Background: an optimization exercise with open tools, aiming at small area, a short achievable clock period and few clock cycles. Do not read the settings as production practice.
At most, simulation tests tie the RTL to the original design; equivalence was not proved.
Only the layout flow was run in runs 2 and 3; the RTL was not checked for function there.
Power is estimated from default activity; no workload was simulated.

==> design/flow/run.sh <==
#!/bin/bash
# synth_recipe.tcl (not shown) runs the flow's synth.tcl, then flattens the netlist and writes it again
# the make line also repeats each setting of config.mk as NAME=value (left out here)
make -C /OpenROAD-flow-scripts/flow DESIGN_CONFIG=/design/flow/config.mk WORK_HOME=/design/flow/orfs CLKGATE_MAP_FILE= SYNTH_SCRIPT=/design/flow/synth_recipe.tcl finish
==> design/flow/config.mk <==
export PLATFORM = sky130hd
export DESIGN_NAME = arsb_top
export DESIGN_NICKNAME = arsb_top
export VERILOG_FILES = /design/flow/design.v
export SDC_FILE = /design/flow/constraint.sdc
export NUM_CORES = 4
export LEC_CHECK = 0
export CAP_MARGIN = 20
export CORE_MARGIN = 2
export CORE_UTILIZATION = 40
export SLEW_MARGIN = 20
==> design/flow/constraint.sdc <==
create_clock -name core_clock -period 10.0 [get_ports {clk_i}]
set_input_delay 2.0000 -clock core_clock [delete_from_list [all_inputs] [get_ports {clk_i}]]
set_output_delay 2.0000 -clock core_clock [all_outputs]
set_load 0.01 [all_outputs]
==> design/flow/design.v <==
module arsb_top (
  input  logic        clk_i,
  input  logic        rst_ni,
  input  logic        in_valid_i,
  output logic        in_ready_o,
  input  logic [1:0]  in_cmd_i,
  input  logic [31:0] in_address_i,
  input  logic [7:0]  in_data_byte_i,
  input  logic [2:0]  in_entry_index_i,
  input  logic [31:0] in_entry_start_i,
  input  logic [31:0] in_entry_length_i,
  input  logic        in_entry_relative_i,
  output logic        out_valid_o,
  input  logic        out_ready_i,
  output logic [1:0]  out_kind_o,
  output logic [2:0]  out_range_slot_o,
  output logic [31:0] out_segment_address_o,
  output logic [7:0]  out_data_o,
  output logic        out_last_o,
  input  logic        cfg_we_i,
  input  logic        cfg_index_i,
  input  logic [5:0]  cfg_data_i
);
  localparam int QD = 2;                       
  localparam int QW = (QD > 1) ? $clog2(QD) : 1;
  logic        rv, lph;
  logic [1:0]  rcmd;
  logic [31:0] ra;                             
  logic [32:0] rb;                             
  logic [2:0]  ridx;
  logic        rrel;
  logic [31:0] ts [8];
  logic [32:0] te [8];
  logic [7:0]  trel, wr;
  logic [7:0]  cmask;                          
  logic [5:0]  elim;                           
  logic        bad;
  logic        open, chk;
  logic [2:0]  act;
  logic [32:0] nxt;
  logic [5:0]  fill;
  logic [7:0]  mem [32];
  logic [5:0]  wp, rp;
  logic [1:0]  qk [QD];
  logic [2:0]  qs [QD];
  logic [31:0] qa [QD];
  logic [5:0]  ql [QD];
  logic [QW-1:0] qh, qt;
  logic [QW:0] qn;
  logic        ov, olast;
  logic [1:0]  okind;
  logic [2:0]  oslot;
  logic [31:0] oaddr;
  logic [7:0]  odata;
  logic [5:0]  orem;
  logic [7:0] gt, le, cand, first;
  logic       hit;
  logic [2:0] sel;
  always_comb begin
    for (int i = 0; i < 8; i++) begin
      gt[i] = te[i] > {1'b0, ra};
      le[i] = ts[i] <= ra;
    end
    cand = gt & cmask;
    first = cand & (~cand + 8'd1);
    hit = |(first & le);
    sel = '0;
    for (int i = 0; i < 8; i++) if (first[i]) sel = 3'(i);
  end
  logic is_data, is_end, is_load, ddo;
  logic rend, lim, dchk, cend, open1, fnz1, match;
  logic qfull, ffull, r_commit, chk_ok, r_ok, enq_seg, enq_load, app;
  logic [2:0] ip, inx;
  logic pbad, nbad, lbad;
  logic [31:0] segaddr;
  logic [32:0] nfix;
  assign is_data = (rcmd == 2'd0);
  assign is_end  = (rcmd == 2'd1);
  assign is_load = (rcmd == 2'd2);
  assign ddo     = is_data & ~bad;
  assign rend  = (nxt == te[act]);
  assign lim   = (fill >= elim);
  assign dchk  = chk & (lim | rend);
  assign cend  = chk & rend;
  assign open1 = open & ~cend;
  assign fnz1  = ~dchk & (fill != 6'd0);
  assign match = open1 & (nxt == {1'b0, ra});
  assign qfull = (qn == (QW+1)'(QD));
  assign ffull = ((wp - rp) == 6'd32);
  assign r_commit = (ddo & ~match & open1 & fnz1) | (is_end & fnz1);
  assign chk_ok   = ~(dchk & qfull);
  assign r_ok     = rv & chk_ok & ~(r_commit & qfull) & ~(is_data & ffull) &
                    ~(is_load & (~lph | chk | qfull));
  assign in_ready_o = ~rv | r_ok;
  assign enq_seg  = (dchk & chk_ok) | (r_ok & r_commit);
  assign enq_load = r_ok & is_load;
  assign app      = r_ok & ddo & (match | hit);
  assign ip  = ridx - 3'd1;
  assign inx = ridx + 3'd1;
  assign pbad = (ridx != 3'd0) & wr[ip] & ((ts[ip] >= ra) | (te[ip] > {1'b0, ra}));
  assign nbad = (ridx != 3'd7) & wr[inx] & ((ra >= ts[inx]) | (rb > {1'b0, ts[inx]}));
  assign lbad = pbad | nbad;
  assign segaddr = nxt[31:0] - {26'd0, fill} - (trel[act] ? ts[act] : 32'd0);
  assign nfix = nxt + {1'b0, ra} - {1'b0, ts[act]};
  logic adv, more, qe, pop, rd, enq;
  assign qe   = (qn == '0);
  assign adv  = ~ov | out_ready_i;
  assign more = ov & (okind == 2'd0) & (orem != 6'd0);
  assign pop  = adv & ~more & ~qe;
  assign rd   = adv & (more | (pop & (qk[qh] == 2'd0)));
  assign enq  = enq_seg | enq_load;
  assign out_valid_o = ov;
  assign out_kind_o = okind;
  assign out_range_slot_o = oslot;
  assign out_segment_address_o = oaddr;
  assign out_data_o = odata;
  assign out_last_o = olast;
  always_ff @(posedge clk_i or negedge rst_ni) begin
    if (!rst_ni) begin
      rv <= 1'b0;
      lph <= 1'b0;
      cmask <= 8'h01;
      elim <= 6'd32;
      bad <= 1'b0;
      open <= 1'b0;
      chk <= 1'b0;
      fill <= '0;
      wr <= '0;
      wp <= '0;
      rp <= '0;
      qh <= '0;
      qt <= '0;
      qn <= '0;
      ov <= 1'b0;
    end else begin
      if (cfg_we_i) begin
        if (!cfg_index_i) begin
          for (int i = 0; i < 8; i++) cmask[i] <= (4'(i) < cfg_data_i[3:0]);
        end else begin
          if (cfg_data_i == 6'd0) elim <= 6'd1;
          else if (cfg_data_i > 6'd32) elim <= 6'd32;
          else elim <= cfg_data_i;
        end
      end
      if (in_valid_i && in_ready_o) rv <= 1'b1;
      else if (r_ok) rv <= 1'b0;
      if (r_ok) lph <= 1'b0;
      else if (rv && is_load) lph <= 1'b1;
      if (chk_ok) begin
        chk <= 1'b0;
        if (dchk) fill <= '0;
        if (cend) open <= 1'b0;
      end
      if (r_ok) begin
        if (ddo) begin
          if (match) begin
            fill <= (dchk ? 6'd0 : fill) + 6'd1;
            chk <= 1'b1;
          end else if (hit) begin
            open <= 1'b1;
            fill <= 6'd1;
            chk <= 1'b1;
          end else begin
            open <= 1'b0;
            fill <= '0;
          end
        end else if (is_end) begin
          open <= 1'b0;
          fill <= '0;
        end else if (is_load) begin
          if (lbad) bad <= 1'b1;
          else wr[ridx] <= 1'b1;
        end
      end
      if (app) wp <= wp + 6'd1;
      if (rd) rp <= rp + 6'd1;
      if (enq) qt <= (qt == QW'(QD - 1)) ? '0 : qt + 1'b1;
      if (pop) qh <= (qh == QW'(QD - 1)) ? '0 : qh + 1'b1;
      qn <= qn + (QW+1)'(enq) - (QW+1)'(pop);
      if (adv) ov <= more | ~qe;
    end
  end
  always_ff @(posedge clk_i) begin
    if (in_valid_i && in_ready_o) begin
      rcmd <= in_cmd_i;
      ra <= (in_cmd_i == 2'd2) ? in_entry_start_i : in_address_i;
      rb <= {1'b0, in_entry_length_i[31:8],
             (in_cmd_i == 2'd2) ? in_entry_length_i[7:0] : in_data_byte_i};
      ridx <= in_entry_index_i;
      rrel <= in_entry_relative_i;
    end else if (rv && is_load && !lph) begin
      rb <= {1'b0, ra} + {1'b0, rb[31:0]};
    end
    if (app) begin
      mem[wp[4:0]] <= rb[7:0];
      nxt <= {1'b0, ra} + 33'd1;
      if (!match) act <= sel;
    end
    if (r_ok && is_load && !lbad) begin
      ts[ridx] <= ra;
      te[ridx] <= rb;
      trel[ridx] <= rrel;
      if (open && ridx == act) nxt <= nfix;
    end
    if (enq) begin
      qk[qt] <= enq_load ? (lbad ? 2'd2 : 2'd1) : 2'd0;
      qs[qt] <= enq_load ? ridx : act;
      qa[qt] <= enq_load ? 32'd0 : segaddr;
      ql[qt] <= fill;
    end
    if (adv) begin
      if (more) begin
        odata <= mem[rp[4:0]];
        orem <= orem - 6'd1;
        olast <= (orem == 6'd1);
      end else if (!qe) begin
        okind <= qk[qh];
        oslot <= qs[qh];
        oaddr <= qa[qh];
        if (qk[qh] == 2'd0) begin
          odata <= mem[rp[4:0]];
          orem <= ql[qh] - 6'd1;
          olast <= (ql[qh] == 6'd1);
        end else begin
          odata <= '0;
          orem <= '0;
          olast <= 1'b0;
        end
      end
    end
  end
endmodule
==> impl_metrics.py, run 1 <==
metrics = {
    "worst_setup_path": {
        "crit_chain": "inv_1 -> ha_4 -> ha_4 -> buf_4 -> mux4_2 -> mux2_2 -> ha_1 -> nand4_1 -> nor4_1 -> a31oi_1 -> o211ai_1 -> a221oi_1 -> nor3_1 -> nand2_1 -> inv_1 -> nand2_1 -> nor2_4 -> buf_12",
        "max_stage_delay_ps": 1100,
        "crit_path_start_kind": "flip-flop",
        "arrival_ps": 9500,
        "ff2ff_setup_slack_ps": 900,
        "path_buf_inv": 4,
        "path_class": "flip-flop to flip-flop",
        "crit_path_max_fanout": 44,
        "required_ps": 10400,
        "crit_family": "simple AND/OR/NAND/NOR gates",
        "r2r-end": "ts[7][0]",
        "r2r_start": "ridx[0]",
        "r2r_cells": 18,
        "worst_path_max_delay_cell": "nor4_1",
        "setup.worst_path.end_class": "flip-flop",
    },
    "clock_network": {
        "clk_pin_slew_ps": 60,
        "postCtsSetupBuffers": 0,
        "cts_resized": 0,
        "cts_buffer_depth": 3,
        "clock-sinks": 1079,
        "cts.htree.levels": 3,
        "cts_tree": "built",
        "clock_latency_ps": 840,
        "hold_buffers": 0,
        "tritoncts.num_buffers": 120,
        "root_buffer": "clkbuf_16",
    },
    "yosys": {
        "synth_edf_count": 995,
        "synth_cell_types": 87,
        "ys_seq_elements": 1079,
        "yosysWarnings": 1,
        "yosysMostFrequentCell": "edfxtp_1",
        "avgSynthCellArea_um2": 12.9,
        "synth_cells": 5372,
        "synth_common_cells": "edfxtp_1 (995), ha_1 (793), nand2_1 (396)",
        "syn_area_um2": 69500,
        "synth_top_area_share": 0.430,
        "yosys.area.top_type": "edfxtp_1",
        "synth_flop_cell": "edfxtp_1",
        "postSynth.asyncResetShare": 0.0463,
        "synthTopCellsByArea": "edfxtp_1 (43%), ha_1 (14%), mux4_2 (12%)",
        "syn_nets": 6326,
        "synth-seq-area-share": 0.458,
    },
    "outcome": {
        "outcome": "no timing/DRC/antenna violations",
    },
    "route": {
        "ant_nets": 0,
        "totalWireLength_mm": 248,
        "route.detailed.drc": 0,
        "firstDrtPassIters": 5,
        "wl_per_cell_um": 30.7,
        "routed_via_density": 6.22,
        "first_iter_violations": 6053,
        "num_vias": 50200,
    },
    "floorplanning": {
        "io_pins": 170,
        "die_w_um": 421,
        "core-area_um2": 173000,
        "die_area_um2": 177000,
        "start_util": 0.401,
        "die_height_um": 421,
        "core.rowCount": 153,
    },
    "place": {
        "globalplace.congestion": 0.990,
        "dpl_cell_area_um2": 74800,
        "io_buffers": 169,
        "hpwl_mm": 184,
    },
    "grt": {
        "grt.busiest_layer": "met2",
        "grt_util_met2": 0.413,
        "grt_overflow": 0,
        "grt_use_total": 0.275,
        "met1_usage": 0.369,
        "grt_pass1_wl_mm": 353,
        "grt_pass1_vias": 49000,
        "antenna_found_initial": 7,
        "grt_util_met3": 0.0670,
        "grt_max_degree": 106,
    },
    "layout": {
        "fillers": 15500,
        "design_area_um2": 79000,
        "drive_gt1_frac": 0.159,
        "num-nets-final": 6584,
        "area_growth_syn_to_layout_pct": 13.7,
    },
    "timing": {
        "tns_ps": 0,
        "tightest_slew_ps": 1290,
        "relSlewSlack": 0.131,
        "grt_setup_unrepaired": "false",
        "period_needed_ps": 9100,
        "maxSlewViolCount": 0,
        "final-setup-viol-count": 0,
        "finalHoldViolCount": 0,
        "fin_hold_ws_ps": 487,
        "fmax_mhz": 110,
        "fin_skew_ps": 92.6,
        "finalCritPeriodShare": 0.910,
    },
    "worst_hold_path": {
        "whs_endpoint": "elim[4]",
        "min_from": "elim[4]",
        "hold_path_class": "flip-flop to flip-flop",
        "hold_depth": 2,
    },
    "run": {
        "timing.max_cap.violations": 0,
    },
    "power": {
        "powerDensity_nw_per_um2": 249,
        "ir_worst_vdd_mv": 0.171,
        "p_leak_nw": 30.1,
    },
}
[sequential cells by signal, summed over array words and instances (netlist names), 4 cells and up]
signal / count
nxt: 33
rb: 33
cmask: 8
wr: 8
orem: 6
mem: 256
odata: 8
ts: 256
trel: 8
qs: 6
elim: 6
rp: 6
ql: 12
ra: 32
te: 264
fill: 6
qa: 64
qk: 4
wp: 6
oaddr: 32
[cell families after synthesis]
group           synth area share
flops                      0.458
xor+xnor                  0.0243
compound gates            0.0905
fa+ha+maj                  0.154
buf+inv                   0.0254
simple gates              0.0865
mux                        0.162
[metal layers]
| metal | share of wire | vias up | wire length, um |
|---|---|---|---|
| met3 | 0.099 | 605 | 24400 |
| met4 | 0.058 | 8 | 14400 |
| li1 | - | 21700 | - |
| met1 | 0.41 | 25100 | 101000 |
| met2 | 0.44 | 2712 | 108000 |
| met5 | 0.00021 | - | 51 |
[where the power goes]
part | leakage (nW) | internal (mW) | total [mW] | switching, mW
registers | 9.96 | 5.90 | 6.52 | 0.619
logic | 18.1 | 3.36 | 8.44 | 5.08
clock network | 2.04 | 2.75 | 4.76 | 2.01
total | 30.1 | 12.0 | 19.7 | 7.72
[layout make-up]
class | count | area, um2 | area share
Antenna cell | 5 | 12.5 | 0.000158
Clock buffer | 141 | 3160 | 0.0400
Clock inverter | 85 | 1100 | 0.0139
Inverter | 275 | 1030 | 0.0131
Multi-Input combinational cell | 3847 | 36100 | 0.457
Sequential cell | 1079 | 31800 | 0.403
Tap cell | 2325 | 2910 | 0.0368
Timing Repair Buffer | 307 | 2860 | 0.0362
[worst max path at each step]
| stage | cells after the start | to | start |
|---|---|---|---|
| after floorplan | 21 | te[7][0] | ridx[0] |
| after global placement | 21 | nxt[24] | ridx[0] |
| after detailed placement | 18 | te[7][8] | ridx[0] |
| after CTS | 18 | te[7][2] | ridx[0] |
| after global routing | 20 | ts[7][0] | ridx[0] |
| final | 18 | ts[7][0] | ridx[0] |
[stage by stage]
step	instances	total power [mW]	util	worst slack [ps]
after floorplan	5372	11.8	-	1520
after global placement	7833	14.8	0.431	1340
after detailed placement	7833	14.9	0.431	1340
after CTS	8059	19.7	0.456	1260
after global routing	8059	20.7	0.456	789
final	8064	19.7	0.456	901
[layout by cell type, fill, tap and decap left out, types with 138 or more instances in the layout]
cell,count
mux2_2,141
xnor2_1,152
clkdlybuf4s50_1,168
mux4_2,380
nor2_1,206
a21oi_1,299
edfxtp_1,995
a21o_1,138
ha_1,790
o21ai_0,166
inv_1,270
nand2_1,396
[tightest hold or removal path: stages, from the launching register on]
cell     delay [ps]
dfrtp_1         350
nand2_1          50
o31ai_1          50
Testbench counts, summed over its fixed seeds: cycles 12,295.
==> run 2, diff against run 1 <==
--- a/design/flow/design.v
+++ b/design/flow/design.v
@@ -55,5 +55,6 @@
   logic [5:0]  orem;
-  logic [7:0] gt, le, cand, first;
+  logic [7:0] gt, le, cand, first, cin;
   logic       hit;
   logic [2:0] sel;
+  logic [32:0] lsum [8];
   always_comb begin
@@ -61,3 +62,4 @@
       gt[i] = te[i] > {1'b0, ra};
-      le[i] = ts[i] <= ra;
+      lsum[i] = {1'b0, ra} + {1'b0, ~ts[i]} + 33'(cin[i]);
+      le[i] = lsum[i][32];
     end
@@ -73,5 +75,6 @@
   logic [2:0] ip, inx;
-  logic pbad, nbad, lbad;
+  logic pbad, nbad, lbad, lb;
   logic [31:0] segaddr;
-  logic [32:0] nfix;
+  logic [32:0] nfix, dif;
+  logic [32:0] esum;
   assign is_data = (rcmd == 2'd0);
@@ -99,7 +102,16 @@
   assign inx = ridx + 3'd1;
-  assign pbad = (ridx != 3'd0) & wr[ip] & ((ts[ip] >= ra) | (te[ip] > {1'b0, ra}));
-  assign nbad = (ridx != 3'd7) & wr[inx] & ((ra >= ts[inx]) | (rb > {1'b0, ts[inx]}));
-  assign lbad = pbad | nbad;
-  assign segaddr = nxt[31:0] - {26'd0, fill} - (trel[act] ? ts[act] : 32'd0);
-  assign nfix = nxt + {1'b0, ra} - {1'b0, ts[act]};
+  always_comb begin
+    cin = 8'hff;
+    if (rv && is_load) begin
+      if (!lph) cin[ip] = 1'b0;
+      else cin[inx] = 1'b0;
+    end
+  end
+  assign pbad = (ridx != 3'd0) & wr[ip] & (gt[ip] | ~le[ip]);
+  assign nbad = (ridx != 3'd7) & wr[inx] & (lph ? (rb[32] | le[inx]) : le[inx]);
+  assign lbad = lb | nbad;
+  assign esum = {1'b0, ra} + {1'b0, rb[31:0]};
+  assign dif = nxt - {1'b0, ts[act]};
+  assign segaddr = (trel[act] ? dif[31:0] : nxt[31:0]) - {26'd0, fill};
+  assign nfix = dif + {1'b0, rb[31:0]};
   logic adv, more, qe, pop, rd, enq;
@@ -191,3 +203,5 @@
     end else if (rv && is_load && !lph) begin
-      rb <= {1'b0, ra} + {1'b0, rb[31:0]};
+      ra <= esum[31:0];
+      rb <= {esum[32], ra};
+      lb <= pbad | nbad;
     end
@@ -199,4 +213,4 @@
     if (r_ok && is_load && !lbad) begin
-      ts[ridx] <= ra;
-      te[ridx] <= rb;
+      ts[ridx] <= rb[31:0];
+      te[ridx] <= {rb[32], ra};
       trel[ridx] <= rrel;
--- a/design/flow/config.mk
+++ b/design/flow/config.mk
@@ -7,2 +7,3 @@
 export LEC_CHECK = 0
+export ABC_CLOCK_PERIOD_IN_PS = 4000
 export CAP_MARGIN = 20
@@ -10,2 +11,3 @@
 export CORE_UTILIZATION = 40
+export SETUP_SLACK_MARGIN = 5
 export SLEW_MARGIN = 20
==> run 2 against run 1 <==
Still clean on timing, DRC and antenna. Utilization rose by 2.8 points. Via count fell by 8.8%. Sequential power rose by 2%. Synthesized area fell by 9.4%. Clock skew fell by 27 ps. Flip-flop and latch count rose by 1. Register-to-register slack improved by 3100 ps. Clock power fell by 7.8%. Final cell count fell by 6.2%. Synthesized cell count fell by 7.6%. Critical path type is now flip-flop to output port. Largest cell class is now sequential cells.
==> impl_metrics.py, run 2 <==
metrics = {
    "floorplanning": {
        "io_pins": 170,
        "core.rowCount": 145,
        "die_height_um": 401,
        "start_util": 0.403,
        "die_w_um": 401,
        "die_area_um2": 161000,
        "core-area_um2": 156000,
    },
    "timing": {
        "fin_skew_ps": 65.7,
        "final-setup-viol-count": 0,
        "finalCritPeriodShare": 0.596,
        "tns_ps": 0,
        "relSlewSlack": 0.138,
        "grt_setup_unrepaired": "true",
        "period_needed_ps": 5960,
        "fmax_mhz": 168,
        "tightest_slew_ps": 1290,
        "maxSlewViolCount": 0,
        "finalHoldViolCount": 0,
    },
    "layout": {
        "area_growth_syn_to_layout_pct": 20.1,
        "num-nets-final": 6179,
        "final_common_cell": "edfxtp_1",
        "seqCellArea_um2": 31900,
        "largest_register_ffs": 264,
        "multi_input_area_um2": 31100,
        "fin_util": 0.484,
        "mostFrequentLayoutCells": "edfxtp_1 (996), ha_1 (622), inv_1 (349), nand2_1 (263), buf_4 (224)",
        "fillers": 13600,
        "drive_gt1_frac": 0.201,
        "fin_cells": 7562,
        "regMostFlops": "te",
        "design_area_um2": 75600,
    },
    "yosys": {
        "synth_common_cells": "edfxtp_1 (996), ha_1 (647), inv_1 (373)",
        "yosysMostFrequentCell": "edfxtp_1",
        "synth_edf_count": 996,
        "synth_cell_types": 113,
        "syn_nets": 5736,
        "avgSynthCellArea_um2": 12.7,
        "synthTopCellsByArea": "edfxtp_1 (48%), ha_1 (13%), mux4_2 (6.8%)",
        "syn_area_um2": 63000,
        "postSynth.asyncResetShare": 0.0463,
        "ys_seq_elements": 1080,
        "synth_top_area_share": 0.475,
        "synth-seq-area-share": 0.506,
        "yosysWarnings": 2,
        "synth_cells": 4963,
        "synth_flop_cell": "edfxtp_1",
        "yosys.area.top_type": "edfxtp_1",
    },
    "worst_setup_path": {
        "required_ps": 8000,
        "crit_path_max_fanout": 7,
        "arrival_ps": 3960,
        "crit_path_start_kind": "flip-flop",
        "path_class": "flip-flop to output port",
        "setup.worst_path.end_class": "output port",
    },
    "clock_network": {
        "root_buffer": "clkbuf_16",
        "clock_latency_ps": 800,
        "clk_pin_slew_ps": 60,
        "cts.htree.levels": 3,
        "clock-sinks": 1080,
        "hold_buffers": 0,
        "tritoncts.num_buffers": 114,
        "cts_buffer_depth": 3,
        "cts_tree": "built",
    },
    "place": {
        "globalplace.congestion": 0.967,
        "dpl_cell_area_um2": 67700,
        "dp.cells": 7162,
        "hpwl_mm": 158,
        "io_buffers": 169,
    },
    "route": {
        "first_iter_violations": 5100,
        "route.detailed.drc": 0,
        "firstDrtPassIters": 6,
        "totalWireLength_mm": 222,
        "wl_per_cell_um": 29.3,
        "num_vias": 45700,
        "routed_via_density": 6.05,
        "ant_nets": 0,
    },
    "run": {
        "timing.max_cap.violations": 0,
    },
    "outcome": {
        "outcome": "no timing/DRC/antenna violations",
    },
    "grt": {
        "grt_use_total": 0.270,
        "grt_overflow": 0,
        "grt_max_degree": 67,
        "grt_pass1_wl_mm": 315,
        "antenna_found_initial": 10,
        "grt_pass1_vias": 44900,
    },
    "worst_hold_path": {
        "hold_path_class": "flip-flop to flip-flop",
    },
    "power": {
        "powerDensity_nw_per_um2": 299,
        "p_leak_nw": 28.8,
        "ir_worst_vdd_mv": 0.206,
    },
}
[run 2: timing repair]
action / CTS / global route
setup endpoints to repair: 1089 / 933
cloned: 13 / 1
buffers inserted: 96 / 75
resized for setup: 257 / 193
pin swaps: 46 / 80
[run 2: metrics by stage]
stage / power (mW) / hold WS, ps / worst slack, ps
after floorplan: 12.9 / 439 / 4220
after global placement: 16.7 / 464 / 3090
after detailed placement: 16.8 / 468 / 3060
after CTS: 21.8 / 487 / 4080
after global routing: 23.7 / 505 / 3910
final: 22.6 / 485 / 4040
[run 2: critical path, stage by stage, from the launching register on]
cell and delay (ps):
edfxtp_1 410, buf_12 170, buf_8 150, buf_16 160, buf_4 170, buf_12 140
mux2i_1 240, a22o_1 210, nor3_1 100, nor4_2 320, nand4_1 200, nor4_4 310
buf_12 180, o31a_4 190, nand2_8 90, buf_6 140
[run 2: layout make-up]
class,count,share of cell area
Antenna cell,4,0.000132
Inverter,376,0.0198
Clock inverter,68,0.0111
Tap cell,2058,0.0341
Timing Repair Buffer,464,0.0624
Sequential cell,1080,0.421
Multi-Input combinational cell,3370,0.411
Clock buffer,142,0.0399
[run 2: where the power goes]
group          total (mW)  switching (mW)  internal [mW]
sequential           6.65           0.692           5.96
clock                4.39            1.92           2.47
combinational        11.6            7.01           4.59
[run 2: per-layer routing]
layer / part of all wire / wire length, um / track usage / up-vias
met5: 0.00021 / 46 / 0 / -
met4: 0.057 / 12700 / 0.143 / 6
met3: 0.091 / 20200 / 0.0537 / 477
met2: 0.45 / 99500 / 0.420 / 2216
met1: 0.40 / 89400 / 0.356 / 22900
li1: - / - / - / 20100
[run 2: path summary, 6_finish.rpt]
| kind | start | end | cells past startpoint | slack (ps) |
|---|---|---|---|---|
| max in group asynchronous | rst_ni | rp[0] | 2 | 8080 |
| hold reg to reg | wr[2] | wr[2] | 1 | 480 |
| hold / removal | wr[2] | wr[2] | 1 | 480 |
| min in group asynchronous | rst_ni | ov | 2 | 1370 |
| setup / recovery | act[1] | in_ready_o | 15 | 4040 |
| setup reg to reg | act[0] | nxt[27] | 24 | 4050 |
[run 2: kinds of logic (layout without fill, tap and decap cells)]
group	count (synthesis)	in the layout	synth area share
AND/OR/NAND/NOR	1114	1115	0.0903
flip-flops	1080	1080	0.506
multiplexers	424	424	0.107
buffers and inverters	514	1050	0.0333
other	0	4	0
AO/OA/AOI/OAI	966	966	0.104
XOR/XNOR	214	214	0.0298
adder cells (fa/ha/maj)	651	651	0.130
==> run 3, diff against run 2 <==
--- a/design/flow/config.mk
+++ b/design/flow/config.mk
@@ -7,7 +7,7 @@
 export LEC_CHECK = 0
-export ABC_CLOCK_PERIOD_IN_PS = 4000
+export ABC_CLOCK_PERIOD_IN_PS = 6000
 export CAP_MARGIN = 20
 export CORE_MARGIN = 2
-export CORE_UTILIZATION = 40
-export SETUP_SLACK_MARGIN = 5
+export CORE_UTILIZATION = 55
+export SETUP_SLACK_MARGIN = 3.5
 export SLEW_MARGIN = 20
==> run 3 against run 2 <==
Clock skew is 38 ps lower. First-iteration DRC count up 11%. Setup slack lost 500 ps. Critical path type unchanged. Critical path depth shrank 3. Largest cell class unchanged. Clock-buffer cell count down 4. Clock power rose by 4%. Synthesized cell count unchanged. Routed wire length down 5.6%. Design area fell by 5.0%.
==> impl_metrics.py, run 3 <==
metrics = {
    "yosys": {
        "syn_area_um2": 63000,
        "yosys.area.top_type": "edfxtp_1",
        "avgSynthCellArea_um2": 12.7,
        "yosysWarnings": 2,
        "synth-seq-area-share": 0.506,
        "synth_cells": 4963,
        "synth_edf_count": 996,
        "synth_top_area_share": 0.475,
        "synthTopCellsByArea": "edfxtp_1 (48%), ha_1 (13%), mux4_2 (6.8%)",
        "synth_flop_cell": "edfxtp_1",
        "synth_common_cells": "edfxtp_1 (996), ha_1 (647), inv_1 (373)",
        "synth_cell_types": 113,
        "postSynth.asyncResetShare": 0.0463,
        "ys_seq_elements": 1080,
        "syn_nets": 5736,
        "yosysMostFrequentCell": "edfxtp_1",
    },
    "worst_setup_path": {
        "r2r-end": "nxt[27]",
        "cpMostUsedCell": "buf_4",
        "crit_path_max_fanout": 16,
        "r2r_start": "act[0]",
        "path_class": "flip-flop to output port",
        "arrival_ps": 4460,
        "max_stage_delay_ps": 580,
        "r2r_cells": 22,
        "ff2ff_setup_slack_ps": 3600,
        "crit_path_start_kind": "flip-flop",
        "required_ps": 8000,
        "setup.worst_path.end_class": "output port",
        "worst_path_max_delay_cell": "mux4_2",
        "crit_chain": "buf_4 -> buf_12 -> mux4_2 -> mux2i_2 -> xnor2_1 -> nor4_1 -> nand3_1 -> nor4_4 -> buf_4 -> o31a_2 -> nand2_4 -> clkdlybuf4s50_1",
    },
    "timing": {
        "finalCritPeriodShare": 0.646,
        "final-setup-viol-count": 0,
        "tns_ps": 0,
        "period_needed_ps": 6460,
        "fmax_mhz": 155,
        "fin_skew_ps": 27.8,
        "grt_setup_unrepaired": "false",
        "maxSlewViolCount": 0,
        "tightest_slew_ps": 1310,
        "finalHoldViolCount": 0,
        "relSlewSlack": 0.122,
    },
    "grt": {
        "grt_overflow": 0,
        "grt_pass1_wl_mm": 300,
        "grt_pass1_vias": 43100,
        "grt_use_total": 0.355,
        "grt_max_degree": 79,
        "antenna_found_initial": 12,
    },
    "place": {
        "globalplace.congestion": 1.02,
        "hpwl_mm": 153,
        "io_buffers": 169,
    },
    "route": {
        "firstDrtPassIters": 6,
        "first_iter_violations": 5649,
        "ant_nets": 0,
        "route.detailed.drc": 0,
        "wl_per_cell_um": 30.4,
        "num_vias": 45400,
        "routed_via_density": 6.60,
        "totalWireLength_mm": 209,
    },
    "layout": {
        "final_common_cell": "edfxtp_1",
        "fin_util": 0.631,
        "area_growth_syn_to_layout_pct": 14.1,
        "multi_input_area_um2": 29400,
        "largest_register_ffs": 264,
        "num-nets-final": 6037,
        "fillers": 8893,
        "mostFrequentLayoutCells": "edfxtp_1 (996), ha_1 (645), inv_1 (372), nand2_1 (268), a21oi_1 (242)",
        "regMostFlops": "te",
        "seqCellArea_um2": 31900,
        "drive_gt1_frac": 0.136,
    },
    "run": {
        "timing.max_cap.violations": 0,
    },
    "outcome": {
        "outcome": "no timing/DRC/antenna violations",
    },
    "worst_hold_path": {
        "whs_endpoint": "elim[4]",
        "hold_path_class": "flip-flop to flip-flop",
        "hold_depth": 2,
        "min_from": "elim[4]",
    },
    "floorplanning": {
        "start_util": 0.553,
        "die_area_um2": 117000,
        "die_w_um": 342,
        "core.rowCount": 124,
        "io_pins": 170,
        "die_height_um": 342,
        "core-area_um2": 114000,
    },
    "clock_network": {
        "cts.htree.levels": 3,
        "cts_tree": "built",
        "clk_pin_slew_ps": 60,
        "clock_latency_ps": 740,
        "clock-sinks": 1080,
        "root_buffer": "clkbuf_16",
        "tritoncts.num_buffers": 118,
        "cts_buffer_depth": 3,
    },
    "power": {
        "powerDensity_nw_per_um2": 298,
        "p_leak_nw": 27.9,
        "ir_worst_vdd_mv": 0.205,
    },
}
-- run 3: cell count changes in the layout (fill, tap and decap cells not counted), moves of 17 or more --
| cell | delta |
|---|---|
| a21oi_1 | +29 |
| a21oi_2 | -22 |
| buf_4 | -101 |
| buf_6 | -17 |
| clkinvlp_4 | -17 |
| ha_1 | +23 |
| inv_1 | +23 |
| mux2i_1 | +27 |
| nor2_1 | +40 |
| nor2_4 | -27 |
-- run 3: cell type report --
cell class | count | share of cell area
Antenna cell | 4 | 0.000139
Timing Repair Buffer | 318 | 0.0445
Sequential cell | 1080 | 0.444
Clock inverter | 81 | 0.0132
Multi-Input combinational cell | 3370 | 0.410
Inverter | 376 | 0.0197
Tap cell | 1512 | 0.0263
Clock buffer | 138 | 0.0432
-- run 3: worst max path at each step --
stage / cells after the start / from / to / slack, ps
finish: 12 / act[0] / in_ready_o / 3540
global route: 12 / act[1] / in_ready_o / 3500
CTS: 13 / act[1] / in_ready_o / 3400
detailed placement: 16 / ridx[0] / te[1][21] / 2690
global placement: 22 / act[0] / nxt[32] / 2850
floorplan: 14 / ridx[0] / te[5][0] / 3450
-- run 3: per-layer routing --
layer / track usage / part of all wire / vias to the layer above
li1: - / - / 19900
met1: 0.512 / 0.41 / 22500
met2: 0.517 / 0.42 / 2533
met3: 0.0852 / 0.11 / 468
met4: 0.144 / 0.048 / 14
met5: 0 / 0.00043 / -
-- run 3: cells by family (layout without fill, tap and decap cells) --
logic type,after synthesis,count (layout),share of synthesized area
AO/OA/AOI/OAI,966,966,0.104
XOR/XNOR,214,214,0.0298
adder cells (fa/ha/maj),651,651,0.130
buffers and inverters,514,913,0.0333
flip-flops,1080,1080,0.506
multiplexers,424,424,0.107
other,0,4,0
AND/OR/NAND/NOR,1114,1115,0.0903
-- run 3: worst max-delay path: cells and delay by family (launching register included) --
| kind | cells | cell delay (ps) |
|---|---|---|
| xor gates and xnor gates | 1 | 160 |
| muxes | 2 | 900 |
| DFF | 1 | 370 |
| AOI/OAI and AO/OA | 1 | 250 |
| buffers and inverters | 4 | 1050 |
| and+or+nand+nor | 4 | 940 |
-- run 3: what timing repair did --
item / 4_1_cts / 5_1_grt
setup buffers: 14 / 23
cloned: 7 / 4
pin swaps: 5 / 3
resized for setup: 33 / 40
endpoints found under the setup margin: 405 / 330
hold buffers: 0 / 0
-- run 3: through the flow --
step / instance area (um2) / std cells / hold WS, ps / setup WS (ps) / total power, mW
6_report: 71800 / 6879 / 481 / 3540 / 21.4
5_1_grt: 71800 / 6875 / 506 / 3500 / 22.4
4_1_cts: 71300 / 6848 / 481 / 3400 / 21.1
3_5_place_dp: 66800 / 6608 / 466 / 2690 / 16.4
3_3_place_gp: 66800 / 6607 / 465 / 2850 / 16.3
2_1_floorplan: 63000 / 4963 / 439 / 3450 / 12.8
-- run 3: report_power, final --
| part | internal [mW] | switching [mW] |
|---|---|---|
| clock | 2.66 | 1.90 |
| sequential | 5.96 | 0.688 |
| combinational | 3.83 | 6.35 |
==> run 4, diff against run 3 <==
--- a/design/flow/design.v
+++ b/design/flow/design.v
@@ -23,3 +23,3 @@
 );
-  localparam int QD = 2;                       
+  localparam int QD = 3;                       
   localparam int QW = (QD > 1) ? $clog2(QD) : 1;
@@ -77,3 +77,4 @@
   logic [31:0] segaddr;
-  logic [32:0] nfix, dif;
+  logic [32:0] nadj;
+  logic        fix;
   logic [32:0] esum;
@@ -94,4 +95,3 @@
   assign chk_ok   = ~(dchk & qfull);
-  assign r_ok     = rv & chk_ok & ~(r_commit & qfull) & ~(is_data & ffull) &
-                    ~(is_load & (~lph | chk | qfull));
+  assign r_ok     = rv & ~fix & ~qfull & ~(is_data & ffull) & ~(is_load & (~lph | chk));
   assign in_ready_o = ~rv | r_ok;
@@ -113,5 +113,4 @@
   assign esum = {1'b0, ra} + {1'b0, rb[31:0]};
-  assign dif = nxt - {1'b0, ts[act]};
-  assign segaddr = (trel[act] ? dif[31:0] : nxt[31:0]) - {26'd0, fill};
-  assign nfix = dif + {1'b0, rb[31:0]};
+  assign nadj = nxt + (fix ? {1'b0, ts[act]} : ~{1'b0, ts[act]}) + {32'd0, ~fix};
+  assign segaddr = nxt[31:0] - {26'd0, fill} - (trel[act] ? ts[act] : 32'd0);
   logic adv, more, qe, pop, rd, enq;
@@ -138,2 +137,3 @@
       chk <= 1'b0;
+      fix <= 1'b0;
       fill <= '0;
@@ -158,2 +158,3 @@
       else if (r_ok) rv <= 1'b0;
+      fix <= r_ok && is_load && open && ridx == act;
       if (r_ok) lph <= 1'b0;
@@ -216,4 +217,4 @@
       trel[ridx] <= rrel;
-      if (open && ridx == act) nxt <= nfix;
-    end
+    end
+    if ((r_ok && is_load && open && ridx == act) || fix) nxt <= nadj;
     if (enq) begin
--- a/design/flow/config.mk
+++ b/design/flow/config.mk
@@ -7,3 +7,2 @@
 export LEC_CHECK = 0
-export ABC_CLOCK_PERIOD_IN_PS = 6000
 export CAP_MARGIN = 20
@@ -11,3 +10,3 @@
 export CORE_UTILIZATION = 55
-export SETUP_SLACK_MARGIN = 3.5
+export SETUP_SLACK_MARGIN = 5
 export SLEW_MARGIN = 20
==> run 4 against run 3 <==
Still clean. Utilization grew 1.2 points. Non-clock buffer count grew 81. First-iteration DRC count down 18%. Sequential share of layout area is 0.82 points higher. Clock power barely moved. Routed wire length decreased by 3.1%.
==> impl_metrics.py, run 4 <==
metrics = {
    "yosys": {
        "synth-seq-area-share": 0.525,
        "synth_flop_cell": "edfxtp_1",
        "avgSynthCellArea_um2": 13.0,
        "synthTopCellsByArea": "edfxtp_1 (50%), ha_1 (13%), mux4_2 (7.7%)",
        "yosysMostFrequentCell": "edfxtp_1",
        "synth_cells": 4910,
        "postSynth.asyncResetShare": 0.0479,
        "synth_top_area_share": 0.504,
        "yosys.area.top_type": "edfxtp_1",
        "yosysWarnings": 2,
        "syn_nets": 5708,
        "syn_area_um2": 63900,
        "ys_seq_elements": 1127,
        "synth_cell_types": 87,
        "synth_edf_count": 1072,
        "synth_common_cells": "edfxtp_1 (1072), ha_1 (667), inv_1 (444)",
    },
    "worst_setup_path": {
        "crit_family": "compound AO/OA/AOI/OAI gates",
        "crit_path_max_fanout": 3,
        "arrival_ps": 5570,
        "crit_chain": "buf_6 -> buf_12 -> mux4_2 -> mux2i_4 -> buf_12 -> or2_4 -> fa_1 -> inv_1 -> ha_2 -> or2_4 -> fa_2 -> a21o_1 -> a21o_1 -> a2111oi_4 -> nor4_4 -> o2111ai_2 -> a21oi_2 -> or3_1 -> a31o_2 -> xnor2_1 -> nor2_1",
        "ff2ff_setup_slack_ps": 4890,
        "max_stage_delay_ps": 510,
        "crit_path_start_kind": "flip-flop",
        "setup.worst_path.end_class": "flip-flop",
        "path_buf_inv": 4,
        "worst_path_max_delay_cell": "fa_1",
        "path_class": "flip-flop to flip-flop",
        "required_ps": 10460,
    },
    "layout": {
        "largest_register_ffs": 264,
        "mostFrequentLayoutCells": "edfxtp_1 (1072), ha_1 (656), inv_1 (426), nand2_1 (264), a21oi_1 (250)",
        "final_common_cell": "edfxtp_1",
        "num-nets-final": 6103,
        "fin_util": 0.642,
        "fin_cells": 6926,
        "drive_gt1_frac": 0.156,
        "regMostFlops": "te",
        "fillers": 8908,
        "area_growth_syn_to_layout_pct": 16.3,
    },
    "worst_hold_path": {
        "hold_path_class": "flip-flop to flip-flop",
    },
    "timing": {
        "tns_ps": 0,
        "period_needed_ps": 5110,
        "fin_skew_ps": 61.1,
        "final-setup-viol-count": 0,
        "maxSlewViolCount": 0,
        "finalHoldViolCount": 0,
        "tightest_slew_ps": 1130,
        "fmax_mhz": 196,
        "grt_setup_unrepaired": "true",
        "finalCritPeriodShare": 0.511,
        "relSlewSlack": 0.249,
    },
    "clock_network": {
        "cts_tree": "built",
        "cts_buffer_depth": 3,
        "clk_pin_slew_ps": 60,
        "clock_latency_ps": 760,
        "root_buffer": "clkbuf_16",
        "hold_buffers": 0,
        "clock-sinks": 1127,
        "tritoncts.num_buffers": 121,
        "cts.htree.levels": 3,
    },
    "floorplanning": {
        "start_util": 0.552,
        "core.rowCount": 125,
        "io_pins": 170,
        "die_w_um": 345,
        "die_height_um": 345,
        "die_area_um2": 119000,
        "core-area_um2": 116000,
    },
    "power": {
        "ir_worst_vdd_mv": 0.192,
        "powerDensity_nw_per_um2": 266,
        "p_leak_nw": 29.2,
    },
    "route": {
        "routed_via_density": 6.36,
        "ant_nets": 0,
        "route.detailed.drc": 0,
        "totalWireLength_mm": 203,
        "route.met3.wl_mm": 19.8,
        "firstDrtPassIters": 6,
        "wl_met1_mm": 83.0,
        "num_vias": 44000,
        "wl_per_cell_um": 29.3,
        "top_layer": "met5",
        "first_iter_violations": 4614,
        "dr_wl_met2_mm": 90.6,
    },
    "place": {
        "hpwl_mm": 143,
        "globalplace.congestion": 1.01,
        "dp.cells": 6564,
        "io_buffers": 169,
    },
    "grt": {
        "grt_pass1_vias": 43300,
        "grt_overflow": 0,
        "grt_use_total": 0.340,
        "grt_max_degree": 85,
        "antenna_found_initial": 4,
        "grt_pass1_wl_mm": 292,
    },
    "outcome": {
        "outcome": "no timing/DRC/antenna violations",
    },
    "run": {
        "timing.max_cap.violations": 0,
    },
}
## run 4: changes by cell type after synthesis, sizes merged, moves of 20 or more
| cell | change |
|---|---|
| ha | +20 |
| inv | +73 |
| dfxtp | -33 |
| mux4 | +28 |
| nand3b | -21 |
| and3 | +23 |
| o221ai | -34 |
| nor3 | -44 |
| mux2 | -75 |
| edfxtp | +76 |
| nor2 | -42 |
| a21o | +68 |
| nand3 | -61 |
| o21ai | +22 |
## run 4: worst reg2reg max path, cell delays in order (launching register included)
cell and delay [ps]:
edfxtp_1 420, buf_6 150, buf_12 120, mux4_2 380, mux2i_4 90, buf_12 140
or2_4 230, fa_1 510, inv_1 50, ha_2 170, or2_4 250, fa_2 340
a21o_1 160, a21o_1 190, a2111oi_4 460, nor4_4 90, o2111ai_2 230, a21oi_2 120
or3_1 320, a31o_2 210, xnor2_1 140, nor2_1 70
## run 4: worst paths after layout
check | cells past startpoint | to | startpoint
max in group asynchronous | 2 | rp[3] | rst_ni
max reg2reg | 21 | qa[0][26] | act[0]
min reg2reg | 2 | elim[1] | elim[1]
max | 21 | qa[0][26] | act[0]
min in group asynchronous | 2 | rp[0] | rst_ni
min | 2 | elim[1] | elim[1]
## run 4: routing by layer
metal | GRT usage | up-vias
met2 | 0.528 | 2055
met5 | 0 | -
met3 | 0.0666 | 339
met1 | 0.475 | 22000
met4 | 0.131 | 4
li1 | - | 19600
## run 4: area by class of cell
| cell class | count | area [um2] | area share |
|---|---|---|---|
| sequential | 1127 | 33600 | 0.452 |
| multi-input combinational | 3207 | 29100 | 0.392 |
| timing repair buffer | 399 | 3940 | 0.0531 |
| clock buffer | 157 | 3240 | 0.0436 |
| tap | 1524 | 1910 | 0.0257 |
| inverter | 449 | 1760 | 0.0237 |
| clock inverter | 62 | 777 | 0.0105 |
| antenna | 1 | 2.50 | 0.0000337 |
## run 4: metrics by stage
stage | worst slack [ps] | power, mW | area (um2) | hold slack (ps)
global placement | 3620 | 14.6 | 67900 | 465
finish | 4890 | 19.7 | 74300 | 480
global route | 4770 | 20.8 | 74300 | 503
CTS | 4940 | 19.5 | 73300 | 487
detailed placement | 3410 | 14.7 | 67900 | 474
floorplan | 4480 | 11.7 | 64100 | 439
## run 4: report_power, final
part,total [mW],switching [mW],internal [mW]
Clock,4.57,1.95,2.62
Sequential,6.76,0.428,6.33
Combinational,8.41,5.20,3.22
## run 4: logic make-up (layout without fill, tap and decap cells)
logic type               Yosys count  count (layout)  share of synthesized area
multiplexers                     376             377                      0.102
AO/OA/AOI/OAI                    941             941                     0.0943
flip-flops                      1127            1127                      0.525
buffers and inverters            583            1067                     0.0353
adder cells (fa/ha/maj)          676             676                      0.133
XOR/XNOR                         237             237                     0.0325
other                              0               1                          0
AND/OR/NAND/NOR                  970             976                     0.0772
## run 4: what timing repair did
| item | 4_1_cts | 5_1_grt |
|---|---|---|
| buffers inserted | 73 | 53 |
| gates resized for setup | 160 | 112 |
| endpoints found under the setup margin | 1172 | 878 |
| pin swaps | 18 | 25 |
| gates cloned | 11 | 5 |
Testbench counts of run 4, summed over its fixed seeds: cycles 12,289.
==> run 5, diff against run 4 <==
--- a/design/flow/config.mk
+++ b/design/flow/config.mk
@@ -7,2 +7,3 @@
 export LEC_CHECK = 0
+export ABC_AREA = 1
 export CAP_MARGIN = 20
==> run 5 against run 4 <==
Critical path depth grew 12. Sequential power barely moved. Synthesized cell count is 37% higher. Clock-buffer cell count rose by 11. First-iteration DRC count increased by 34%. Utilization decreased by 0.055 points. Synthesized area grew 2.1%. Hold slack lost 31 ps. Via count increased by 21%. Maximum frequency rose by 4.9%. Clock skew decreased by 22 ps. Largest cell class unchanged.
==> impl_metrics.py, run 5 <==
metrics = {
    "layout": {
        "regMostFlops": "te",
        "area_growth_syn_to_layout_pct": 16.0,
        "mostFrequentLayoutCells": "nand2_1 (1092), edfxtp_1 (1072), inv_1 (736), ha_1 (662), o21ai_0 (566)",
        "final_common_cell": "nand2_1",
        "num-nets-final": 7857,
        "largest_register_ffs": 264,
        "fin_util": 0.642,
        "drive_gt1_frac": 0.0850,
        "fin_cells": 8697,
    },
    "clock_network": {
        "root_buffer": "clkbuf_16",
        "hold_buffers": 0,
        "cts_tree": "built",
        "clock_latency_ps": 790,
        "clk_pin_slew_ps": 70,
        "cts.htree.levels": 4,
        "tritoncts.num_buffers": 130,
        "clock-sinks": 1127,
        "cts_buffer_depth": 3,
    },
    "grt": {
        "grt_pass1_wl_mm": 322,
        "grt_overflow": 0,
        "grt_pass1_vias": 50300,
        "grt_max_degree": 111,
        "antenna_found_initial": 6,
        "grt_use_total": 0.359,
    },
    "yosys": {
        "ys_seq_elements": 1127,
        "yosysWarnings": 2,
        "avgSynthCellArea_um2": 9.71,
        "syn_area_um2": 65300,
        "synth_common_cells": "nand2_1 (1111), edfxtp_1 (1072), inv_1 (759)",
        "synth-seq-area-share": 0.514,
        "synth_cells": 6724,
        "synth_top_area_share": 0.493,
        "yosysMostFrequentCell": "nand2_1",
        "synth_edf_count": 1072,
        "syn_nets": 7522,
        "synth_cell_types": 63,
        "synthTopCellsByArea": "edfxtp_1 (49%), ha_1 (13%), nand2_1 (6.4%)",
        "yosys.area.top_type": "edfxtp_1",
        "postSynth.asyncResetShare": 0.0479,
        "synth_flop_cell": "edfxtp_1",
    },
    "power": {
        "ir_worst_vdd_mv": 0.261,
        "power_mw": 20.3,
        "powerDensity_nw_per_um2": 268,
        "p_sw_mw": 8.40,
        "p_int_mw": 11.9,
        "pwr-share-comb": 0.432,
        "p_sw_frac": 0.414,
        "p_leak_nw": 31.1,
        "seqPwrFrac": 0.334,
        "pwr-share-clk": 0.234,
    },
    "worst_setup_path": {
        "setup.worst_path.end_class": "flip-flop",
        "crit_family": "simple AND/OR/NAND/NOR gates",
        "r2r_start": "act[0]",
        "cpMostUsedCell": "inv_1",
        "crit_path_max_fanout": 18,
        "arrival_ps": 5390,
        "required_ps": 10520,
        "max_stage_delay_ps": 530,
        "path_buf_inv": 10,
        "ff2ff_setup_slack_ps": 5130,
        "path_class": "flip-flop to flip-flop",
        "worst_path_max_delay_cell": "fa_1",
        "crit_path_start_kind": "flip-flop",
        "r2r-end": "qa[2][22]",
        "r2r_cells": 33,
    },
    "timing": {
        "maxSlewViolCount": 0,
        "finalHoldViolCount": 0,
        "grt_setup_unrepaired": "true",
        "fin_ws_ps": 5130,
        "period_needed_ps": 4870,
        "relSlewSlack": 0.226,
        "tightest_slew_ps": 1150,
        "fin_skew_ps": 39.3,
        "fmax_mhz": 205,
        "final-setup-viol-count": 0,
        "tns_ps": 0,
        "finalCritPeriodShare": 0.487,
    },
    "floorplanning": {
        "io_pins": 170,
        "core.rowCount": 126,
        "start_util": 0.553,
        "die_w_um": 348,
        "die_area_um2": 121000,
        "die_height_um": 348,
        "core-area_um2": 118000,
    },
    "worst_hold_path": {
        "min_from": "wr[7]",
        "hold_path_class": "flip-flop to flip-flop",
        "whs_endpoint": "wr[7]",
        "hold_depth": 2,
    },
    "route": {
        "firstDrtPassIters": 8,
        "wl_per_cell_um": 25.6,
        "route.detailed.drc": 0,
        "totalWireLength_mm": 223,
        "ant_nets": 0,
        "num_vias": 53300,
        "first_iter_violations": 6167,
        "routed_via_density": 6.12,
    },
    "place": {
        "dp.cells": 8322,
        "hpwl_mm": 151,
        "io_buffers": 169,
        "pre_cts_slack_ps": 3130,
        "globalplace.congestion": 0.969,
    },
    "outcome": {
        "outcome": "no timing/DRC/antenna violations",
    },
    "run": {
        "timing.max_cap.violations": 0,
    },
}
-- run 5: changes by cell type after synthesis, moves of 63 or more --
cell and delta:
inv_1 +315, mux2i_1 -145, clkbuf_1 +78, nor2_1 +425, o22ai_1 +82, xor2_1 +63
o21ai_0 +358, mux4_2 -218, xnor2_1 -139, nand3_1 +223, a21o_1 -172, a21oi_1 +267
nand2_1 +844
-- run 5: cell families (layout without fill, tap and decap cells) --
family	count (synthesis)	after routing	synth area share
multiplexers	3	3	0.000479
buffers and inverters	988	1419	0.0585
adder cells (fa/ha/maj)	676	676	0.131
AND/OR/NAND/NOR	2277	2279	0.147
XOR/XNOR	161	161	0.0216
other	0	4	0
flip-flops	1127	1127	0.514
AO/OA/AOI/OAI	1492	1492	0.128
-- run 5: per-stage QoR --
step / cell area, um2 / hold slack (ps)
4_1_cts: 74300 / 451
5_1_grt: 75700 / 467
6_report: 75700 / 448
2_1_floorplan: 65300 / 419
3_3_place_gp: 68900 / 436
3_5_place_dp: 68900 / 438
-- run 5: power groups by stage --
stage | clock network (mW) | logic [mW] | registers, mW
finish | 4.75 | 8.77 | 6.77
global placement | 0 | 8.03 | 6.86
detailed placement | 0 | 8.16 | 6.87
floorplan | 0 | 4.65 | 7.10
global route | 4.96 | 9.61 | 6.80
CTS | 4.79 | 8.33 | 6.78
-- run 5: worst reg2reg max path, delay by kind of cell (launching register included) --
family                     cells  cell delay, ps
DFF                            1             490
AOI/OAI and AO/OA              8             930
and+or+nand+nor               12            1190
buffers and inverters         10             960
adders and majority gates      3            1060
-- run 5: cell type report --
| class | instances | area, um2 |
|---|---|---|
| Fill cell | 9691 | 42300 |
| Sequential cell | 1127 | 33600 |
| Multi-Input combinational cell | 4611 | 28600 |
| Timing Repair Buffer | 417 | 4320 |
| Clock buffer | 168 | 3430 |
| Inverter | 767 | 3010 |
| Tap cell | 1536 | 1920 |
| Clock inverter | 62 | 796 |
| Timing Repair inverter | 5 | 42.5 |
| Antenna cell | 4 | 10.0 |
-- run 5: worst max path at each step --
| stage | slack (ps) | endpoint | from | cells after the start |
|---|---|---|---|---|
| floorplan | 4700 | te[1][0] | ridx[0] | 29 |
| global placement | 3160 | te[1][15] | ridx[0] | 29 |
| detailed placement | 3130 | te[2][0] | ridx[0] | 29 |
| CTS | 4920 | mem[19][4] | ra[18] | 25 |
| global route | 4790 | qa[0][22] | act[0] | 33 |
| finish | 5130 | qa[2][22] | act[0] | 33 |
-- run 5: routing by layer --
metal  vias to the layer above  part of all wire  GRT usage
li1                      24400                 -          -
met1                     25500              0.40      0.490
met2                      2826              0.43      0.545
met3                       538              0.11     0.0871
met4                         0             0.049      0.162
met5                         -                 0          0
-- run 5: timing repair --
action                     in CTS  in global routing
buffers inserted               38                 80
cloned                         15                  8
gates resized for setup       150                106
setup endpoints to repair    1145               1038
pin swaps                      18                 26
==> run 6, diff against run 5 <==
--- a/design/flow/design.v
+++ b/design/flow/design.v
@@ -72,2 +72,3 @@
   logic is_data, is_end, is_load, ddo;
+  logic lim_q;
   logic rend, lim, dchk, cend, open1, fnz1, match;
@@ -85,3 +86,3 @@
   assign rend  = (nxt == te[act]);
-  assign lim   = (fill >= elim);
+  assign lim   = lim_q;
   assign dchk  = chk & (lim | rend);
@@ -209,2 +210,3 @@
     if (app) begin
+      lim_q <= (match && !dchk) ? ({1'b0, fill} + 7'd1 >= {1'b0, elim}) : (elim == 6'd1);
       mem[wp[4:0]] <= rb[7:0];
==> run 6 against run 5 <==
Clock power rose by 1%. Global-route usage rose by 0.46 points. Highest routed layer is now met5. Clock skew rose by 6.5 ps. Power barely moved. Critical endpoint is now in_ready_o. Synthesized cell count rose by 0.65%. Sequential share of layout area fell by 0.34 points.
==> impl_metrics.py, run 6 <==
metrics = {
    "layout": {
        "final_common_cell": "nand2_1",
        "drive_gt1_frac": 0.0928,
        "area_growth_syn_to_layout_pct": 16.2,
        "largest_register_ffs": 264,
        "fin_util": 0.646,
        "num-nets-final": 7907,
        "design_area_um2": 76300,
        "mostFrequentLayoutCells": "nand2_1 (1103), edfxtp_1 (1073), inv_1 (733), ha_1 (662), nor2_1 (593)",
        "regMostFlops": "te",
    },
    "route": {
        "num_vias": 53500,
        "wl_per_cell_um": 25.8,
        "routed_via_density": 6.12,
        "first_iter_violations": 6202,
        "ant_nets": 0,
        "totalWireLength_mm": 225,
        "firstDrtPassIters": 6,
        "route.detailed.drc": 0,
    },
    "grt": {
        "grt_overflow": 0,
        "antenna_found_initial": 6,
        "grt_pass1_vias": 51400,
        "grt_use_total": 0.364,
        "grt_max_degree": 96,
        "grt_pass1_wl_mm": 328,
    },
    "power": {
        "powerDensity_nw_per_um2": 266,
        "ir_worst_vdd_mv": 0.194,
        "p_leak_nw": 31.3,
    },
    "timing": {
        "period_needed_ps": 4930,
        "fin_skew_ps": 45.8,
        "tns_ps": 0,
        "relSlewSlack": 0.285,
        "grt_setup_unrepaired": "true",
        "tightest_slew_ps": 1060,
        "final-setup-viol-count": 0,
        "finalCritPeriodShare": 0.493,
        "fin_hold_ws_ps": 455,
        "maxSlewViolCount": 0,
        "fmax_mhz": 203,
        "finalHoldViolCount": 0,
    },
    "yosys": {
        "yosysWarnings": 2,
        "yosysMostFrequentCell": "nand2_1",
        "synth_xor_area_frac": 0.0207,
        "yosys.area.top_type": "edfxtp_1",
        "avgSynthCellArea_um2": 9.70,
        "synth_top_family_by_area": "simple AND/OR/NAND/NOR gates",
        "ys_seq_elements": 1128,
        "synth-seq-area-share": 0.512,
        "syn_nets": 7568,
        "postSynth.asyncResetShare": 0.0479,
        "synthAdderAreaFrac": 0.130,
        "yosys.area_share.simple": 0.150,
        "synth_edf_count": 1073,
        "synthTopCellsByArea": "edfxtp_1 (49%), ha_1 (13%), nand2_1 (6.4%)",
        "synth_cell_types": 76,
        "syn_area_um2": 65700,
        "synth_flop_cell": "edfxtp_1",
        "synthMuxAreaShare": 0.000343,
        "synth_common_cells": "nand2_1 (1121), edfxtp_1 (1073), inv_1 (759)",
        "synth_cells": 6768,
        "synth_compound_area_frac": 0.127,
        "synth_top_area_share": 0.491,
    },
    "worst_hold_path": {
        "whs_endpoint": "wr[0]",
        "hold_path_class": "flip-flop to flip-flop",
        "hold_depth": 2,
        "min_from": "wr[0]",
    },
    "worst_setup_path": {
        "crit_path_max_fanout": 2,
        "r2r_start": "ra[28]",
        "crit_path_start_kind": "flip-flop",
        "required_ps": 8000,
        "path_class": "flip-flop to output port",
        "r2r-end": "mem[31][3]",
        "ff2ff_setup_slack_ps": 5140,
        "arrival_ps": 2930,
        "setup.worst_path.end_class": "output port",
        "r2r_cells": 21,
    },
    "run": {
        "timing.max_cap.violations": 0,
    },
    "clock_network": {
        "clock_latency_ps": 780,
        "cts.htree.levels": 4,
        "cts_buffer_depth": 3,
        "hold_buffers": 0,
        "clk_pin_slew_ps": 60,
        "clock-sinks": 1128,
        "root_buffer": "clkbuf_16",
        "cts_tree": "built",
        "tritoncts.num_buffers": 130,
    },
    "place": {
        "io_buffers": 169,
        "globalplace.congestion": 1.03,
        "hpwl_mm": 155,
        "dpl_cell_area_um2": 69300,
    },
    "outcome": {
        "outcome": "no timing/DRC/antenna violations",
    },
    "floorplanning": {
        "core-area_um2": 118000,
        "die_w_um": 350,
        "start_util": 0.555,
        "io_pins": 170,
        "die_height_um": 350,
        "core.rowCount": 126,
        "die_area_um2": 122000,
    },
}
-- run 6: cell count changes after synthesis, moves of 15 or more --
cell | before | now
a21oi_1 | 525 | 503
clkbuf_1 | 153 | 136
nand3_1 | 309 | 293
nor2_1 | 605 | 641
nor4_1 | 48 | 33
o21ai_1 | 24 | 55
o22ai_1 | 94 | 76
xor2_1 | 133 | 115
-- run 6: per-stage QoR --
| step | setup slack (ps) | total power, mW | instances |
|---|---|---|---|
| 2_1_floorplan | 4700 | 11.7 | 6768 |
| 3_3_place_gp | 3230 | 14.7 | 8365 |
| 3_5_place_dp | 3100 | 14.9 | 8366 |
| 4_1_cts | 4950 | 20.0 | 8686 |
| 5_1_grt | 4960 | 21.4 | 8746 |
| 6_report | 5070 | 20.3 | 8748 |
-- run 6: power by group --
| part | leakage [nW] | switching [mW] | total [mW] | internal, mW |
|---|---|---|---|---|
| combinational | 18.8 | 5.84 | 8.69 | 2.85 |
| clock | 2.07 | 2.06 | 4.81 | 2.74 |
| sequential | 10.4 | 0.442 | 6.80 | 6.36 |
-- run 6: per-layer routing --
metal / wire length, um / vias to the layer above / part of all wire / track usage
li1: - / 24500 / - / -
met1: 90300 / 25600 / 0.40 / 0.489
met2: 97000 / 2866 / 0.43 / 0.547
met3: 26200 / 560 / 0.12 / 0.101
met4: 12000 / 2 / 0.053 / 0.171
met5: 13 / - / 0.000058 / 0
-- run 6: kinds of logic (layout without fill, tap and decap cells) --
group / after synthesis / after routing
buffers and inverters: 996 / 1435
AO/OA/AOI/OAI: 1488 / 1488
multiplexers: 2 / 2
other: 0 / 2
AND/OR/NAND/NOR: 2321 / 2324
adder cells (fa/ha/maj): 678 / 678
XOR/XNOR: 155 / 155
flip-flops: 1128 / 1128
-- run 6: area by class of cell --
cell class	instances	area, um2
fill	9616	41900
inverter	779	3060
clock inverter	74	897
clock buffer	161	3390
sequential	1128	33600
tap	1536	1920
timing repair inverter	4	37.5
antenna	2	5.00
multi-input combinational	4647	29000
timing repair buffer	417	4460
-- run 6: critical path, stage by stage, from the launching register on --
cell	delay [ps]
dfrtp_2	420
buf_12	140
inv_6	50
ha_4	190
a21oi_4	160
inv_2	60
a21oi_4	160
o21bai_4	80
a21o_1	170
a21oi_1	130
o2111ai_1	130
nand2_1	120
inv_2	60
nor2_4	100
inv_2	70
buf_6	120
-- run 6: repair_timing --
item | in CTS | in global routing
setup buffers | 69 | 56
pin swaps | 20 | 35
gates resized for setup | 166 | 118
gates cloned | 16 | 4
endpoints found under the setup margin | 1036 | 1057
-- run 6: worst max path at each step --
| stage | startpoint | end | slack [ps] |
|---|---|---|---|
| global placement | ridx[0] | te[3][29] | 3230 |
| floorplan | ridx[0] | te[1][0] | 4700 |
| finish | rp[1] | in_ready_o | 5070 |
| CTS | rp[1] | in_ready_o | 4950 |
| detailed placement | ridx[0] | te[3][28] | 3100 |
| global route | act[0] | qa[2][21] | 4960 |
Testbench counts of run 6, summed over its fixed seeds: cycles 12,289.
==> run 7, diff against run 6 <==
--- a/design/flow/design.v
+++ b/design/flow/design.v
@@ -74,3 +74,3 @@
   logic rend, lim, dchk, cend, open1, fnz1, match;
-  logic qfull, ffull, r_commit, chk_ok, r_ok, enq_seg, enq_load, app;
+  logic lres, qfull, ffull, r_commit, chk_ok, r_ok, enq_seg, enq_load, app;
   logic [2:0] ip, inx;
@@ -93,3 +93,3 @@
   assign qfull = (qn == (QW+1)'(QD));
-  assign ffull = ((wp - rp) == 6'd32);
+  assign ffull = ((wp ^ rp) == 6'b100000);
   assign r_commit = (ddo & ~match & open1 & fnz1) | (is_end & fnz1);
@@ -100,2 +100,3 @@
   assign enq_load = r_ok & is_load;
+  assign lres     = rv & is_load & lph;
   assign app      = r_ok & ddo & (match | hit);
@@ -209,5 +210,5 @@
     end
+    if (rv && is_data && !ffull) mem[wp[4:0]] <= rb[7:0];
     if (app) begin
       lim_q <= (match && !dchk) ? ({1'b0, fill} + 7'd1 >= {1'b0, elim}) : (elim == 6'd1);
-      mem[wp[4:0]] <= rb[7:0];
       nxt <= {1'b0, ra} + 33'd1;
@@ -221,6 +222,6 @@
     if ((r_ok && is_load && open && ridx == act) || fix) nxt <= nadj;
-    if (enq) begin
-      qk[qt] <= enq_load ? (lbad ? 2'd2 : 2'd1) : 2'd0;
-      qs[qt] <= enq_load ? ridx : act;
-      qa[qt] <= enq_load ? 32'd0 : segaddr;
+    if (!qfull) begin
+      qk[qt] <= lres ? (lbad ? 2'd2 : 2'd1) : 2'd0;
+      qs[qt] <= lres ? ridx : act;
+      qa[qt] <= lres ? 32'd0 : segaddr;
       ql[qt] <= fill;
==> run 7 against run 6 <==
Maximum frequency rose by 0.21%. Final cell count fell by 1.0%. Synthesized cell count fell by 0.74%. Clock power rose by 3%. Register-to-register slack got worse by 60 ps.
==> impl_metrics.py, run 7 <==
metrics = {
    "worst_setup_path": {
        "arrival_ps": 5350,
        "crit_start": "ra[4]",
        "crit_chain": "buf_4 -> clkinvlp_4 -> buf_4 -> ha_1 -> nand2_1 -> inv_1 -> o21ai_0 -> a21oi_1 -> nor3_1 -> nor2_1 -> o21ai_0 -> o211ai_1 -> nand3_1 -> nand2_1 -> inv_1 -> nand3_1 -> a21oi_1 -> nor2_1 -> nand3b_4 -> nand2_4 -> nand2_1 -> buf_12",
        "r2r_start": "ra[4]",
        "crit_path_start_kind": "flip-flop",
        "max_stage_delay_ps": 620,
        "crit_family": "simple AND/OR/NAND/NOR gates",
        "path_buf_inv": 6,
        "required_ps": 10430,
        "crit_path_max_fanout": 33,
        "setup.worst_path.end_class": "flip-flop",
    },
    "yosys": {
        "yosys.area.top_type": "edfxtp_1",
        "synth_edf_count": 1073,
        "postSynth.asyncResetShare": 0.0479,
        "synth_cells": 6718,
        "synthTopCellsByArea": "edfxtp_1 (49%), ha_1 (13%), nand2_1 (6.2%)",
        "synth_cell_types": 64,
        "synth_top_area_share": 0.493,
        "avgSynthCellArea_um2": 9.73,
        "ys_seq_elements": 1128,
        "syn_nets": 7513,
        "yosysMostFrequentCell": "edfxtp_1",
        "synth_flop_cell": "edfxtp_1",
    },
    "worst_hold_path": {
        "min_from": "wr[7]",
    },
    "timing": {
        "tns_ps": 0,
        "period_needed_ps": 4920,
        "relSlewSlack": 0.266,
        "fin_skew_ps": 44.6,
        "maxSlewViolCount": 0,
        "grt_setup_unrepaired": "true",
        "fin_hold_ws_ps": 456,
        "tightest_slew_ps": 1100,
    },
    "layout": {
        "regMostFlops": "te",
        "multi_input_area_um2": 28500,
        "largest_register_ffs": 264,
        "fin_util": 0.639,
        "area_growth_syn_to_layout_pct": 15.3,
        "num-nets-final": 7811,
        "drive_gt1_frac": 0.0826,
        "fin_cells": 8659,
        "final_common_cell": "edfxtp_1",
    },
    "route": {
        "num_vias": 53400,
        "route.detailed.drc": 0,
        "ant_nets": 0,
        "totalWireLength_mm": 224,
        "first_iter_violations": 6860,
        "firstDrtPassIters": 8,
        "routed_via_density": 6.16,
    },
    "floorplanning": {
        "die_area_um2": 122000,
        "die_w_um": 349,
        "start_util": 0.554,
        "die_height_um": 349,
    },
    "grt": {
        "grt_pass1_wl_mm": 321,
        "grt_max_degree": 148,
        "grt_overflow": 0,
        "grt_pass1_vias": 50400,
    },
    "power": {
        "p_sw_mw": 8.63,
        "p_sw_frac": 0.411,
        "pwr-share-clk": 0.237,
        "ir_worst_vdd_mv": 0.338,
        "powerDensity_nw_per_um2": 278,
        "seqPwrFrac": 0.338,
    },
    "place": {
        "hpwl_mm": 153,
        "globalplace.congestion": 0.992,
    },
    "clock_network": {
        "root_buffer": "clkbuf_16",
        "cts_buffer_depth": 3,
        "tritoncts.num_buffers": 121,
        "cts_tree": "built",
        "clk_pin_slew_ps": 60,
    },
    "run": {
        "timing.max_cap.violations": 0,
    },
    "outcome": {
        "outcome": "no timing/DRC/antenna violations",
    },
}
## run 7: cell types whose count changed in the layout (fill, tap and decap cells not counted), sizes merged, moves of 17 or more
| cell | change |
|---|---|
| clkbuf | -23 |
| buf | -32 |
| o21ai | +18 |
| nand2 | -55 |
| a21oi | +29 |
| inv | -51 |
| clkinvlp | +19 |
| o221ai | -17 |
| mux2 | +18 |
## run 7: per-layer routing
layer / part of all wire / track usage
met5: 0.000062 / 0
met4: 0.046 / 0.149
met3: 0.11 / 0.0754
met2: 0.45 / 0.555
met1: 0.40 / 0.487
## run 7: final cells by class
cell class,instances,area share
Sequential cell,1128,0.446
Multi-Input combinational cell,4637,0.378
Timing Repair Buffer,387,0.0529
Clock buffer,132,0.0410
Inverter,738,0.0388
Tap cell,1536,0.0255
Clock inverter,97,0.0173
Timing Repair inverter,3,0.000349
Antenna cell,1,0.0000332
## run 7: path summary, 6_finish.rpt
path                       endpoint  slack (ps)  cells past startpoint
max                         nxt[20]        5080                     22
min reg2reg                   wr[7]         460                      2
min                           wr[7]         460                      2
max in group asynchronous     rp[0]        8020                      2
max reg2reg                 nxt[20]        5080                     22
min in group asynchronous     qn[0]        1390                      2
## run 7: cells by family (layout without fill, tap and decap cells)
group,Yosys count,after routing,share of synthesized area
simple gates,2268,2268,0.146
compound gates,1520,1520,0.129
flops,1128,1128,0.514
buf+inv,953,1357,0.0567
fa+ha+maj,673,673,0.130
xor+xnor,156,156,0.0209
mux,20,20,0.00345
other cells,0,1,0
## run 7: metrics by stage
step	area [um2]	setup slack (ps)	power [mW]
2_1_floorplan	65400	4790	12.1
3_3_place_gp	68900	3460	15.3
3_5_place_dp	68900	3340	15.5
4_1_cts	74300	5020	20.6
5_1_grt	75300	4960	22.0
6_report	75300	5080	21.0
## run 7: power by group through the flow
stage                     clock (mW)  combinational, mW  sequential [mW]
after global routing            5.17               9.74             7.12
after global placement             0               8.12             7.17
after floorplan                    0               4.73             7.35
final                           4.97               8.92             7.08
after CTS                       4.99               8.57             7.08
after detailed placement           0               8.26             7.19
## run 7: worst min-delay path: cells and delay by family, from the launching register on
| family | cells | cell delay (ps) |
|---|---|---|
| buffers and inverters | 1 | 50 |
| DFF | 1 | 320 |
| and+or+nand+nor | 1 | 60 |
## run 7: what timing repair did
item	CTS	global route
resized for setup	90	96
buffers inserted	55	52
pin swaps	7	24
gates cloned	5	12
endpoints found under the setup margin	669	590
Testbench counts of run 7, summed over its fixed seeds: cycles 12,289.

Re-timed with assumed drivers on the ports (clkbuf_16 on the clock, buf_2 on other inputs), run 7 has 5.084 ns of setup slack against 5.084 ns with ideal ports, and 5.084 ns once port delays also move by the mid clock arrival of 0.837 ns.
